What follows belongs to an exercise in optimizing a design on an open flow for small area; a production flow would make more cautious choices. In this exercise RTL edits were held to simulation tests only and were not proved equivalent to the original. Power and IR drop assume default switching activity.

==> try-zinc <==
==> flow/design.v <==
module molecule_scheduler #(
  parameter int  SLICE_W    = 256,
  parameter int  NUM_SLICES = 4,
  parameter int  TIMEOUT    = 1024,
  localparam int IDX_W      = $clog2(NUM_SLICES),
  localparam int TMR_W      = $clog2(TIMEOUT)
) (
  input  logic                          clk,
  input  logic                          reset,
  input  logic [SLICE_W*NUM_SLICES-1:0] global_challenges,
  input  logic                          challenge_valid,
  input  logic [NUM_SLICES-1:0]         slice_mask,
  output logic                          challenge_ready,
  output logic [SLICE_W-1:0]            current_molecule,
  output logic                          molecule_valid,
  input  logic                          molecule_ready,
  input  logic                          analysis_done,
  output logic [IDX_W-1:0]              slice_index,
  output logic                          batch_busy,
  output logic                          batch_done,
  output logic [NUM_SLICES-1:0]         timeout_flags
);
  localparam logic [TMR_W-1:0] TMR_MAX = TMR_W'(TIMEOUT - 1);
  logic                          sel_q, iss_q, wait_q, fin_q;
  logic                          idle;
  logic [SLICE_W*NUM_SLICES-1:0] bundle_q;
  logic [NUM_SLICES-1:0]         pending_q;
  logic [TMR_W-1:0]              timer_q;
  logic [NUM_SLICES-1:0]         cur;       
  logic                          found;
  logic                          timer_end;
  logic                          wait_end;
  assign idle            = ~(sel_q | iss_q | wait_q | fin_q);
  assign challenge_ready = idle;
  assign batch_busy      = ~idle;
  assign molecule_valid  = iss_q;
  assign batch_done      = fin_q;
  assign timer_end = (timer_q == TMR_MAX);
  assign wait_end  = wait_q & (analysis_done | timer_end);
  always_comb begin
    found = 1'b0;
    cur   = '0;
    for (int i = 0; i < NUM_SLICES; i++) begin
      if (pending_q[i] && !found) begin
        found  = 1'b1;
        cur[i] = 1'b1;
      end
    end
  end
  always_comb begin
    slice_index = '0;
    for (int i = 0; i < NUM_SLICES; i++)
      if (cur[i]) slice_index = IDX_W'(i);
  end
  always_comb begin
    current_molecule = '1;
    for (int i = 0; i < NUM_SLICES; i++)
      current_molecule = current_molecule
                       & (bundle_q[i*SLICE_W +: SLICE_W] | {SLICE_W{~cur[i]}});
  end
  always_ff @(posedge clk or negedge reset) begin
    if (!reset) begin
      sel_q  <= 1'b0;
      iss_q  <= 1'b0;
      wait_q <= 1'b0;
      fin_q  <= 1'b0;
    end else begin
      sel_q  <= (idle & challenge_valid) | wait_end;
      iss_q  <= (sel_q & found) | (iss_q & ~molecule_ready);
      wait_q <= (iss_q & molecule_ready) | (wait_q & ~wait_end);
      fin_q  <= sel_q & ~found;
    end
  end
  always_ff @(posedge clk or negedge reset) begin
    if (!reset) begin
      timeout_flags <= '0;
    end else if (idle & challenge_valid) begin
      timeout_flags <= '0;
    end else if (wait_q & ~analysis_done & timer_end) begin
      timeout_flags <= timeout_flags | cur;
    end
  end
  always_ff @(posedge clk) begin
    if (idle) bundle_q <= global_challenges;
  end
  always_ff @(posedge clk) begin
    if (idle) pending_q <= slice_mask;
    else if (wait_end) pending_q <= pending_q & ~cur;
  end
  always_ff @(posedge clk) begin
    timer_q <= wait_q ? timer_q + 1'b1 : '0;
  end
endmodule
==> flow/run.sh <==
#!/bin/bash
# synth_recipe.tcl (not shown) runs the flow's synth.tcl, then flattens the netlist and writes it again
# the make line also repeats each setting of config.mk as NAME=value (left out here)
make -C /OpenROAD-flow-scripts/flow DESIGN_CONFIG=/design/flow/config.mk WORK_HOME=/design/flow/orfs CLKGATE_MAP_FILE= SYNTH_SCRIPT=/design/flow/synth_recipe.tcl finish
==> flow/config.mk <==
export PLATFORM = sky130hd
export DESIGN_NAME = molecule_scheduler
export DESIGN_NICKNAME = molecule_scheduler
export VERILOG_FILES = /design/flow/design.v
export SDC_FILE = /design/flow/constraint.sdc
export NUM_CORES = 4
export LEC_CHECK = 0
export CAP_MARGIN = 20
export CORE_AREA = 5 5 475 475
export DIE_AREA = 0 0 480 480
export SLEW_MARGIN = 20
==> flow/constraint.sdc <==
create_clock -name core_clock -period 5.0 [get_ports {clk}]
set_input_delay 1.0000 -clock core_clock [delete_from_list [all_inputs] [get_ports {clk}]]
set_output_delay 1.0000 -clock core_clock [all_outputs]
set_load 0.01 [all_outputs]
==> try-quartz: changes against try-zinc <==
==> flow/design.v, changed modules only <==
module molecule_scheduler #(
  parameter int  SLICE_W    = 256,
  parameter int  NUM_SLICES = 4,
  parameter int  TIMEOUT    = 1024,
  localparam int IDX_W      = $clog2(NUM_SLICES),
  localparam int TMR_W      = $clog2(TIMEOUT)
) (
  input  logic                          clk,
  input  logic                          reset,
  input  logic [SLICE_W*NUM_SLICES-1:0] global_challenges,
  input  logic                          challenge_valid,
  input  logic [NUM_SLICES-1:0]         slice_mask,
  output logic                          challenge_ready,
  output logic [SLICE_W-1:0]            current_molecule,
  output logic                          molecule_valid,
  input  logic                          molecule_ready,
  input  logic                          analysis_done,
  output logic [IDX_W-1:0]              slice_index,
  output logic                          batch_busy,
  output logic                          batch_done,
  output logic [NUM_SLICES-1:0]         timeout_flags
);
  localparam logic [TMR_W-1:0] TMR_MAX = TMR_W'(TIMEOUT - 1);
  logic                          sel_q, iss_q, wait_q, fin_q;
  logic                          idle;
  logic                          busy_q;    
  logic [SLICE_W*NUM_SLICES-1:0] bundle_q;
  logic [NUM_SLICES-1:0]         pending_q;
  logic [TMR_W-1:0]              timer_q;
  logic [NUM_SLICES-1:0]         low;       
  logic [NUM_SLICES-1:0]         nsel_q;    
  logic [NUM_SLICES-1:0]         cur;       
  logic                          found;
  logic                          timer_end;
  logic                          wait_end;
  assign idle            = ~(sel_q | iss_q | wait_q | fin_q);
  assign challenge_ready = idle;
  assign batch_busy      = ~idle;
  assign molecule_valid  = iss_q;
  assign batch_done      = fin_q;
  assign timer_end = (timer_q == TMR_MAX);
  assign wait_end  = wait_q & (analysis_done | timer_end);
  always_comb begin
    found = 1'b0;
    low   = '0;
    for (int i = 0; i < NUM_SLICES; i++) begin
      if (pending_q[i] && !found) begin
        found  = 1'b1;
        low[i] = 1'b1;
      end
    end
  end
  always_ff @(posedge clk) begin
    nsel_q <= ~low;
  end
  assign cur = ~nsel_q;
  always_comb begin
    slice_index = '0;
    for (int i = 0; i < NUM_SLICES; i++)
      if (cur[i]) slice_index = IDX_W'(i);
  end
  always_comb begin
    current_molecule = '1;
    for (int i = 0; i < NUM_SLICES; i++)
      current_molecule = current_molecule
                       & (bundle_q[i*SLICE_W +: SLICE_W] | {SLICE_W{nsel_q[i]}});
  end
  always_ff @(posedge clk or negedge reset) begin
    if (!reset) begin
      sel_q  <= 1'b0;
      iss_q  <= 1'b0;
      wait_q <= 1'b0;
      fin_q  <= 1'b0;
    end else begin
      sel_q  <= (idle & challenge_valid) | wait_end;
      iss_q  <= (sel_q & found) | (iss_q & ~molecule_ready);
      wait_q <= (iss_q & molecule_ready) | (wait_q & ~wait_end);
      fin_q  <= sel_q & ~found;
    end
  end
  always_ff @(posedge clk or negedge reset) begin
    if (!reset) begin
      busy_q <= 1'b0;
    end else begin
      busy_q <= ~fin_q & ~(idle & ~challenge_valid);
    end
  end
  always_ff @(posedge clk or negedge reset) begin
    if (!reset) begin
      timeout_flags <= '0;
    end else if (idle & challenge_valid) begin
      timeout_flags <= '0;
    end else if (wait_q & ~analysis_done & timer_end) begin
      timeout_flags <= timeout_flags | cur;
    end
  end
  always_ff @(posedge clk) begin
    bundle_q <= (global_challenges & {(SLICE_W*NUM_SLICES){idle}})
              | (bundle_q & {(SLICE_W*NUM_SLICES){busy_q}});
  end
  always_ff @(posedge clk) begin
    if (idle) pending_q <= slice_mask;
    else if (wait_end) pending_q <= pending_q & nsel_q;
  end
  always_ff @(posedge clk) begin
    timer_q <= wait_q ? timer_q + 1'b1 : '0;
  end
endmodule
==> flow/flow/run.sh (new file) <==
#!/bin/bash
set -euo pipefail
bash standard.sh \
  "BUFFER_PORTS_ARGS=-buffer_cell sky130_fd_sc_hd__buf_1" \
  "PLACE_PINS_ARGS=-min_distance 1 -min_distance_in_tracks -corner_avoidance 6" \
  finish > make_finish.log 2>&1
==> flow/standard.sh (new file) <==
#!/bin/bash
# synth_recipe.tcl (not shown) runs the flow's synth.tcl, then flattens the netlist and writes it again
# the make line also repeats each setting of config.mk as NAME=value (left out here)
make -C /OpenROAD-flow-scripts/flow DESIGN_CONFIG=/design/flow/config.mk WORK_HOME=/design/flow/orfs CLKGATE_MAP_FILE= SYNTH_SCRIPT=/design/flow/synth_recipe.tcl "${@:-finish}"
CORE_AREA = 4 4 258 258   (was 5 5 475 475)
CTS_CLUSTER_DIAMETER = 60   (was unset)
CTS_CLUSTER_SIZE = 25   (was unset)
DIE_AREA = 0 0 262 262   (was 0 0 480 480)
PLACE_DENSITY = 0.72   (was unset)
removed: flow/run.sh
==> try-xenon: changes against try-zinc <==
==> flow/design.v, changed modules only <==
module molecule_scheduler #(
  parameter int  SLICE_W    = 256,
  parameter int  NUM_SLICES = 4,
  parameter int  TIMEOUT    = 1024,
  localparam int IDX_W      = $clog2(NUM_SLICES),
  localparam int TMR_W      = $clog2(TIMEOUT)
) (
  input  logic                          clk,
  input  logic                          reset,
  input  logic [SLICE_W*NUM_SLICES-1:0] global_challenges,
  input  logic                          challenge_valid,
  input  logic [NUM_SLICES-1:0]         slice_mask,
  output logic                          challenge_ready,
  output logic [SLICE_W-1:0]            current_molecule,
  output logic                          molecule_valid,
  input  logic                          molecule_ready,
  input  logic                          analysis_done,
  output logic [IDX_W-1:0]              slice_index,
  output logic                          batch_busy,
  output logic                          batch_done,
  output logic [NUM_SLICES-1:0]         timeout_flags
);
  typedef enum logic [2:0] {
    S_IDLE, S_SELECT, S_ISSUE, S_WAIT, S_FINISH
  } state_t;
  localparam logic [TMR_W-1:0] TMR_MAX = TMR_W'(TIMEOUT - 1);
  state_t                          state_q, state_d;
  logic [SLICE_W*NUM_SLICES-1:0]   bundle_q;
  logic [NUM_SLICES-1:0]           pending_q;
  logic [TMR_W-1:0]                timer_q;
  logic                            found;
  logic [IDX_W-1:0]                pick_idx;
  logic                            timer_end;
  assign challenge_ready = (state_q == S_IDLE);
  assign batch_busy      = (state_q != S_IDLE);
  assign timer_end       = (timer_q == TMR_MAX);
  always_comb begin
    found    = 1'b0;
    pick_idx = '0;
    for (int i = NUM_SLICES - 1; i >= 0; i--) begin
      if (pending_q[i]) begin
        found    = 1'b1;
        pick_idx = IDX_W'(i);
      end
    end
  end
  always_comb begin
    state_d = state_q;
    case (state_q)
      S_IDLE:   if (challenge_valid) state_d = S_SELECT;
      S_SELECT: state_d = found ? S_ISSUE : S_FINISH;
      S_ISSUE:  if (molecule_ready) state_d = S_WAIT;
      S_WAIT:   if (analysis_done || timer_end) state_d = S_SELECT;
      S_FINISH: state_d = S_IDLE;
      default:  state_d = S_IDLE;
    endcase
  end
  always_ff @(posedge clk or negedge reset) begin
    if (!reset) begin
      state_q <= S_IDLE;
    end else begin
      state_q <= state_d;
    end
  end
  always_ff @(posedge clk or negedge reset) begin
    if (!reset) begin
      bundle_q         <= '0;
      pending_q        <= '0;
      timer_q          <= '0;
      current_molecule <= '0;
      slice_index      <= '0;
      molecule_valid   <= 1'b0;
      batch_done       <= 1'b0;
      timeout_flags    <= '0;
    end else begin
      molecule_valid <= (state_d == S_ISSUE);
      batch_done     <= (state_d == S_FINISH);
      case (state_q)
        S_IDLE: begin
          if (challenge_valid) begin
            bundle_q      <= global_challenges;
            pending_q     <= slice_mask;
            timeout_flags <= '0;
          end
        end
        S_SELECT: begin
          if (found) begin
            current_molecule <= bundle_q[pick_idx*SLICE_W +: SLICE_W];
            slice_index      <= pick_idx;
          end
        end
        S_ISSUE: begin
          if (molecule_ready) timer_q <= '0;
        end
        S_WAIT: begin
          if (analysis_done) begin
            pending_q[slice_index] <= 1'b0;
          end else if (timer_end) begin
            pending_q[slice_index]     <= 1'b0;
            timeout_flags[slice_index] <= 1'b1;
          end else begin
            timer_q <= timer_q + 1'b1;
          end
        end
        default: ;
      endcase
    end
  end
endmodule
==> try-cedar: changes against try-zinc <==
==> flow/design.v, changed modules only <==
module molecule_scheduler #(
  parameter int  SLICE_W    = 256,
  parameter int  NUM_SLICES = 4,
  parameter int  TIMEOUT    = 1024,
  localparam int IDX_W      = $clog2(NUM_SLICES),
  localparam int TMR_W      = $clog2(TIMEOUT)
) (
  input  logic                          clk,
  input  logic                          reset,
  input  logic [SLICE_W*NUM_SLICES-1:0] global_challenges,
  input  logic                          challenge_valid,
  input  logic [NUM_SLICES-1:0]         slice_mask,
  output logic                          challenge_ready,
  output logic [SLICE_W-1:0]            current_molecule,
  output logic                          molecule_valid,
  input  logic                          molecule_ready,
  input  logic                          analysis_done,
  output logic [IDX_W-1:0]              slice_index,
  output logic                          batch_busy,
  output logic                          batch_done,
  output logic [NUM_SLICES-1:0]         timeout_flags
);
  localparam logic [TMR_W-1:0] TMR_MAX = TMR_W'(TIMEOUT - 1);
  logic                          sel_q, iss_q, wait_q, fin_q;
  logic                          idle;
  logic                          busy_q;    
  logic [SLICE_W*NUM_SLICES-1:0] bundle_q;
  logic [NUM_SLICES-1:0]         pending_q;
  logic [TMR_W-1:0]              timer_q;
  logic [NUM_SLICES-1:0]         low;       
  logic [NUM_SLICES-1:0]         nsel_q;    
  logic [NUM_SLICES-1:0]         cur;       
  logic                          found;
  logic                          timer_end;
  logic                          wait_end;
  assign idle            = ~(sel_q | iss_q | wait_q | fin_q);
  assign challenge_ready = idle;
  assign batch_busy      = ~idle;
  assign molecule_valid  = iss_q;
  assign batch_done      = fin_q;
  assign timer_end = (timer_q == TMR_MAX);
  assign wait_end  = wait_q & (analysis_done | timer_end);
  always_comb begin
    found = 1'b0;
    low   = '0;
    for (int i = 0; i < NUM_SLICES; i++) begin
      if (pending_q[i] && !found) begin
        found  = 1'b1;
        low[i] = 1'b1;
      end
    end
  end
  always_ff @(posedge clk) begin
    nsel_q <= ~low;
  end
  assign cur = ~nsel_q;
  always_comb begin
    slice_index = '0;
    for (int i = 0; i < NUM_SLICES; i++)
      if (cur[i]) slice_index = IDX_W'(i);
  end
  always_comb begin
    current_molecule = '1;
    for (int i = 0; i < NUM_SLICES; i++)
      current_molecule = current_molecule
                       & (bundle_q[i*SLICE_W +: SLICE_W] | {SLICE_W{nsel_q[i]}});
  end
  always_ff @(posedge clk or negedge reset) begin
    if (!reset) begin
      sel_q  <= 1'b0;
      iss_q  <= 1'b0;
      wait_q <= 1'b0;
      fin_q  <= 1'b0;
    end else begin
      sel_q  <= (idle & challenge_valid) | wait_end;
      iss_q  <= (sel_q & found) | (iss_q & ~molecule_ready);
      wait_q <= (iss_q & molecule_ready) | (wait_q & ~wait_end);
      fin_q  <= sel_q & ~found;
    end
  end
  always_ff @(posedge clk or negedge reset) begin
    if (!reset) begin
      busy_q <= 1'b0;
    end else begin
      busy_q <= ~fin_q & ~(idle & ~challenge_valid);
    end
  end
  always_ff @(posedge clk or negedge reset) begin
    if (!reset) begin
      timeout_flags <= '0;
    end else if (idle & challenge_valid) begin
      timeout_flags <= '0;
    end else if (wait_q & ~analysis_done & timer_end) begin
      timeout_flags <= timeout_flags | cur;
    end
  end
  always_ff @(posedge clk) begin
    bundle_q <= (global_challenges & {(SLICE_W*NUM_SLICES){idle}})
              | (bundle_q & {(SLICE_W*NUM_SLICES){busy_q}});
  end
  always_ff @(posedge clk) begin
    if (idle) pending_q <= slice_mask;
    else if (wait_end) pending_q <= pending_q & nsel_q;
  end
  always_ff @(posedge clk) begin
    timer_q <= wait_q ? timer_q + 1'b1 : '0;
  end
endmodule
==> flow/flow/run.sh (new file) <==
#!/bin/bash
set -euo pipefail
bash standard.sh \
  "BUFFER_PORTS_ARGS=-buffer_cell sky130_fd_sc_hd__buf_1" \
  "PLACE_PINS_ARGS=-min_distance 1 -min_distance_in_tracks -corner_avoidance 6" \
  finish > make_finish.log 2>&1
==> flow/standard.sh (new file) <==
#!/bin/bash
# synth_recipe.tcl (not shown) runs the flow's synth.tcl, then flattens the netlist and writes it again
# the make line also repeats each setting of config.mk as NAME=value (left out here)
make -C /OpenROAD-flow-scripts/flow DESIGN_CONFIG=/design/flow/config.mk WORK_HOME=/design/flow/orfs CLKGATE_MAP_FILE= SYNTH_SCRIPT=/design/flow/synth_recipe.tcl "${@:-finish}"
CORE_AREA = 4 4 242 242   (was 5 5 475 475)
CTS_CLUSTER_DIAMETER = 60   (was unset)
CTS_CLUSTER_SIZE = 25   (was unset)
DIE_AREA = 0 0 246 246   (was 0 0 480 480)
PLACE_DENSITY = 0.8   (was unset)
removed: flow/run.sh
==> notes.md <==
try-cedar aborted during 5_1_grt. try-quartz passed the timing, DRC and antenna checks. try-zinc completed with no timing, DRC or antenna violations. try-xenon went through all stages and came out clean.
Of try-xenon and try-zinc, try-xenon has the higher first-iteration DRC count (gap about 54%, measured against try-zinc).
The lowest worst hold slack belongs to try-xenon, the highest to try-zinc.
Synthesized cell count is the same in try-cedar and try-quartz.
Via count: try-xenon is higher than try-quartz (about 40%).
The lowest cell area belongs to try-quartz, the highest to try-xenon.
Routed wire length, lowest first: try-quartz, try-zinc, try-xenon.
==> figures <==
	try-cedar	try-quartz	try-xenon	try-zinc
Outcome	stopped before the end	complete, no violations	complete, no violations	complete, no violations
Failing step	5_1_grt	-	-	-
Post-synthesis area per instance	11.2 um^2	11.2 um^2	9.19 um^2	20.1 um^2
Layout cell share with drive strength beyond 1	-	3.15%	4.85%	19.5%
Register-to-register setup slack	-	2.09 ns	2.20 ns	1.69 ns
Number of instances in the synthesized netlist	3266	3266	5865	2031
Reported clock group power	-	5.46 mW	11.2 mW	9.53 mW
Adder and majority cell fraction of the synthesized area	0.0341%	0.0341%	0.0232%	0.0306%
Worst voltage drop across the vdd grid	-	0.666 mV	0.275 mV	0.832 mV
Post-layout nets	-	5346	8082	4427
Share of the core filled with cells in the final layout	-	68.5%	34.2%	28.0%
Setup Skew	-	0.0382 ns	0.0529 ns	0.0422 ns
Final std cells w/o fill	-	5341	10153	6484
Tap cell count	-	846	2958	2958
Final Total Pwr	-	38.3 mW	46.8 mW	42.0 mW

[afterwards: timing with drivers on the ports]
How much do the figures lean on ideal ports? The routed layouts below were timed once more, with nothing changed but the port constraints. Step 1, drivers: a clkbuf_16 drives clk and a buf_2 each remaining input, both assumed. Step 2 adds t to the input delays and takes it off the output delays; t is the mean of the earliest and latest rising clock arrival at the registers after step 1. Input paths then give back, and output paths get back, about the clock's delay inside the block. Three values: no drivers, after step 1, after step 2; two values: the first two.
| run | t (ns) | setup WS [ns] | worst setup path after step 2 | clock arrival spread, ns | worst slew at a driven data input, ns |
|---|---|---|---|---|---|
| try-zinc | 0.814 | 0.247 / 0.174 / 0.987 | register to output | 0.047 / 0.047 | 0.34 |
| try-quartz | 0.712 | 1.228 / 1.161 / 1.873 | register to output | 0.045 / 0.045 | 0.25 |
| try-xenon | 0.857 | 1.542 / 1.447 / 1.697 | input to register | 0.062 / 0.063 | 0.21 |
After both steps setup and hold are still met in every run listed.
